This is an optimization exercise on Yosys and OpenROAD, whose aim is small area, a short achievable clock period and few clock cycles, not a production implementation.
RTL that was checked went through simulation tests only; none was proved equivalent to the original.
Power figures rest on the tool's default switching activity, not on a simulated workload.

## i2c_master_transfer_sequencer
module i2c_master_transfer_sequencer (
  input  wire logic       clk_i,
  input  wire logic       rst_ni,
  input  wire logic       in_valid_i,
  output logic            in_ready_o,
  input  wire logic [2:0] mode_i,
  input  wire logic [6:0] target_address_i,
  input  wire logic [7:0] byte_count_i,
  input  wire logic [4:0] byte_index_i,
  input  wire logic [7:0] data_byte_i,
  input  wire logic [3:0] bus_status_i,
  output logic            out_valid_o,
  input  wire logic       out_ready_i,
  output logic      [2:0] return_code_o,
  output logic      [3:0] bus_action_o,
  output logic      [7:0] bus_byte_o,
  output logic      [2:0] driver_state_o,
  output logic      [5:0] bytes_available_o,
  output logic      [7:0] buffer_byte_o
);
  localparam logic [3:0] A_NONE = 4'd0, A_START = 4'd1, A_SEND = 4'd2,
                         A_ACK = 4'd3, A_NACK = 4'd4, A_STOP = 4'd5,
                         A_STOP_START = 4'd6, A_RELEASE = 4'd7,
                         A_RELEASE_START = 4'd8;
  logic iv_q;       
  logic ov_q;       
  logic sv_q;       
  logic rdy_q;      
  logic exec;       
  logic out_free;
  assign exec     = iv_q & ~sv_q;
  assign out_free = ~ov_q | out_ready_i;
  assign in_ready_o  = rdy_q;
  assign out_valid_o = ov_q;
  logic iv_d, sv_d;
  always_comb begin
    iv_d = rdy_q ? in_valid_i : iv_q;
  ...
Size in the first run: roughly 2400 cells after synthesis, ~670 flip-flops, roughly 73 I/O pins, about 28000 sq um of cells after synthesis.
==> flow/config.mk <==
export PLATFORM = sky130hd
export DESIGN_NAME = i2c_master_transfer_sequencer
export DESIGN_NICKNAME = i2c_master_transfer_sequencer
export VERILOG_FILES = /design/flow/design.v
export SDC_FILE = /design/flow/constraint.sdc
export NUM_CORES = 4
export LEC_CHECK = 0
export ABC_CLOCK_PERIOD_IN_PS = 2400
export CAP_MARGIN = 20
export CORE_MARGIN = 2
export CORE_UTILIZATION = 60
export CTS_BUF_LIST = sky130_fd_sc_hd__clkbuf_8
export SETUP_SLACK_MARGIN = 3.1
export SLEW_MARGIN = 20
export TNS_END_PERCENT = 20
==> flow/constraint.sdc <==
create_clock -name core_clock -period 5.5 [get_ports {clk_i}]
set_input_delay 1.1000 -clock core_clock [delete_from_list [all_inputs] [get_ports {clk_i}]]
set_output_delay 1.1000 -clock core_clock [all_outputs]
set_load 0.01 [all_outputs]
run.sh (not shown) runs the stock make flow with config.mk's settings and CLKGATE_MAP_FILE= SYNTH_SCRIPT=/design/flow/synth_recipe.tcl, a recipe that flattens the netlist after the stock synthesis.
Testbench counts at the start, summed over its fixed seeds: cycles 19,019.
Change:
--- a/flow/design.v
+++ b/flow/design.v
@@ -122,31 +122,31 @@
       sv_q  <= sv_d;
       if (out_free) ov_q <= sv_q | iv_q;
       rdy_q <= ~(iv_d & sv_d);
     end
   end
   logic [6:0] a_q;
-  logic [7:0] c_q;
-  logic [7:0] xs_hi;                                   
-  logic [3:0] xs_lo;
+  logic [5:0] c_q;
+  logic       c_hi;                                    
+  logic [4:0] x_q;
   logic [7:0] d_q;
   logic       k_stg, k_wr, k_rd, k_tl, k_ev, k_rb;    
   logic       e_awd, e_tx, e_rx, e_fin, e_take, e_rel, e_set;  
-  logic [2:0] e_err;
+  logic       e_na, e_nd;                              
   logic       in_tl;
   logic       in_ev;
   logic       in_stg;
   assign in_tl  = (byte_count_i > 8'd32);
   assign in_ev  = in_valid_i & (mode_i == 3'd3);
   assign in_stg = in_valid_i & (mode_i == 3'd0);
   always_ff @(posedge clk_i) begin
     if (rdy_q) begin
       a_q    <= target_address_i;
-      c_q    <= byte_count_i;
-      for (int g = 0; g < 8; g++) xs_hi[g] <= in_stg & (byte_index_i[4:2] == 3'(g));
-      for (int g = 0; g < 4; g++) xs_lo[g] <= (byte_index_i[1:0] == 2'(g));
+      c_q    <= byte_count_i[5:0];
+      c_hi   <= (byte_count_i[7:6] != 2'd0);
+      x_q    <= byte_index_i;
       d_q    <= data_byte_i;
       k_stg  <= in_stg;
       k_wr   <= in_valid_i & (mode_i == 3'd1) & ~in_tl;
       k_rd   <= in_valid_i & (mode_i == 3'd2) & ~in_tl;
       k_tl   <= in_valid_i & ((mode_i == 3'd1) | (mode_i == 3'd2)) & in_tl;
       k_ev   <= in_ev;
@@ -158,14 +158,14 @@
                          (bus_status_i == 4'd6) | (bus_status_i == 4'd9) |
                          (bus_status_i == 4'd10) | (bus_status_i == 4'd12));
       e_take <= in_ev & ((bus_status_i == 4'd7) | (bus_status_i == 4'd9));
       e_rel  <= (bus_status_i == 4'd6);
       e_set  <= in_ev & ((bus_status_i == 4'd4) | (bus_status_i == 4'd5) |
                          (bus_status_i == 4'd6) | (bus_status_i == 4'd12));
-      e_err  <= (bus_status_i == 4'd4) ? 3'd2 :
-                (bus_status_i == 4'd5) ? 3'd3 : 3'd4;
+      e_na   <= (bus_status_i == 4'd4);
+      e_nd   <= (bus_status_i == 4'd5);
     end
   end
   logic       p_tx, p_rx, p_wp, p_rp;    
   logic [2:0] err_q;
   logic [5:0] pos_q;
   logic [6:0] rem_q;                     
@@ -178,13 +178,13 @@
   logic [7:0] xf  [32];
   logic       p_rdy;
   logic       take, step, fin, lw, lr, lw_req, lw_fin;
   logic [4:0] rl_in, rl_pc;
   logic [7:0] xf_rd;
   assign p_rdy  = ~(p_tx | p_rx | p_wp | p_rp);
-  assign rl_in  = (c_q[5:0] == 6'd0) ? 5'd0 : 5'(c_q[5:0] - 6'd1);
+  assign rl_in  = (c_q == 6'd0) ? 5'd0 : 5'(c_q - 6'd1);
   assign rl_pc  = (pc_q == 6'd0) ? 5'd0 : 5'(pc_q - 6'd1);
   assign take   = e_take & ~pos_q[5];
   assign step   = (e_tx & lt) | take;
   assign fin    = e_fin | (e_tx & ~lt);
   assign lw_req = k_wr & p_rdy;
   assign lw_fin = fin & p_wp;
@@ -201,17 +201,17 @@
   logic [6:0] n_ra;
   logic [4:0] n_rl;
   logic       pend;
   assign pend = (k_wr | k_rd) & ~p_rdy;
   always_comb begin
     n_wa = k_wr ? a_q : pa_q;
-    n_wc = k_wr ? c_q[5:0] : pc_q;
+    n_wc = k_wr ? c_q : pc_q;
     n_ra = k_rd ? a_q : pa_q;
     n_rl = k_rd ? rl_in : rl_pc;
     n_tx = p_tx; n_rx = p_rx; n_wp = p_wp; n_rp = p_rp;
-    n_err = e_set ? e_err : err_q;
+    n_err = e_set ? (e_na ? 3'd2 : e_nd ? 3'd3 : 3'd4) : err_q;
     n_pos = step ? pos_q + 6'd1 : pos_q;
     n_rem = step ? rem_q - 7'd1 : rem_q;
     n_awd = awd_q;
     if (pend) begin
       n_tx = 1'b0; n_rx = 1'b0; n_wp = k_wr; n_rp = k_rd;
     end
@@ -285,24 +285,24 @@
       awd_q <= n_awd;
     end
   end
   always_ff @(posedge clk_i) begin
     if (exec && pend) begin
       pa_q <= a_q;
-      pc_q <= c_q[5:0];
+      pc_q <= c_q;
     end
   end
   always_ff @(posedge clk_i) begin
     for (int i = 0; i < 32; i++) begin
-      if (exec && xs_hi[i/4] && xs_lo[i%4]) stg[i] <= d_q;
+      if (exec && k_stg && x_q == 5'(i)) stg[i] <= d_q;
     end
   end
   logic [31:0] cp_en, tk_en, hd_en;
   always_comb begin
     for (int i = 0; i < 32; i++) begin
-      cp_en[i] = exec & ((lw_req & (6'(i) < c_q[5:0])) | (lw_fin & (6'(i) < pc_q)));
+      cp_en[i] = exec & ((lw_req & (6'(i) < c_q)) | (lw_fin & (6'(i) < pc_q)));
       tk_en[i] = exec & take & (rda_q == 5'(i)) & ~cp_en[i];
       hd_en[i] = ~(cp_en[i] | tk_en[i]);
     end
   end
   always_ff @(posedge clk_i) begin
     for (int i = 0; i < 32; i++) begin
@@ -331,13 +331,13 @@
     end
     byte_d = e_awd ? awd_q : ((e_tx & lt) ? xf_rd : 8'd0);
     ph_d = n_tx ? 3'd1 : n_rx ? 3'd2 : n_wp ? 3'd3 : n_rp ? 3'd4 : 3'd0;
     avail_d = 6'd0;
     bufb_d  = 8'd0;
     if (k_rb) begin
-      avail_d = ({2'b00, pos_q} < c_q) ? pos_q : c_q[5:0];
+      avail_d = (c_hi || (pos_q < c_q)) ? pos_q : c_q;
       bufb_d  = xf_rd;
     end
   end
   logic [31:0] res_d, o_q;
   logic [18:0] sk_d, sk_q;
   logic [31:0] sk_x;
After rerunning: Core utilization came out higher by 2.5 points; cell count came out higher by 2.1%; synthesized area came out lower by 0.78%; die area came out lower by 0.77%; via count came out higher by 3.5%; count of clock-buffer cells in the layout came out higher by 3; critical path depth came out higher by 1; routed wire length came out higher by 4.1%; hold slack is better by 0.0069 ns; clock skew came out lower by 0.018 ns; power came out higher by 1.5%; first-iteration DRC count came out higher by 22%.
The RTL of the second run of this note was laid out without a check of its function.

[what the ideal ports hide]
No port has a modelled driver above. Below, the same layouts with a new extraction and two added sets of constraints.
Step 1, drivers: a clkbuf_16 drives clk_i and a buf_2 each remaining input, both assumed.
Step 2 also shifts input and output timing later by t, the mid clock arrival at the registers, as if the neighbouring blocks saw the same clock.
Three values: ideal ports, drivers, drivers and shift; two values: the first two.
run | t (ns) | setup slack, ns | worst register clock-pin slew, ns
the first run | 0.777 | 2.772 / 2.772 / 2.345 | 0.07 / 0.07
the second run | 0.772 | 2.610 / 2.610 / 2.569 | 0.07 / 0.07
After both steps setup and hold are still met in every run listed. The setup slack of the first run, which loses most, moves by 0.000 ns with the drivers and by -0.427 ns with both steps.
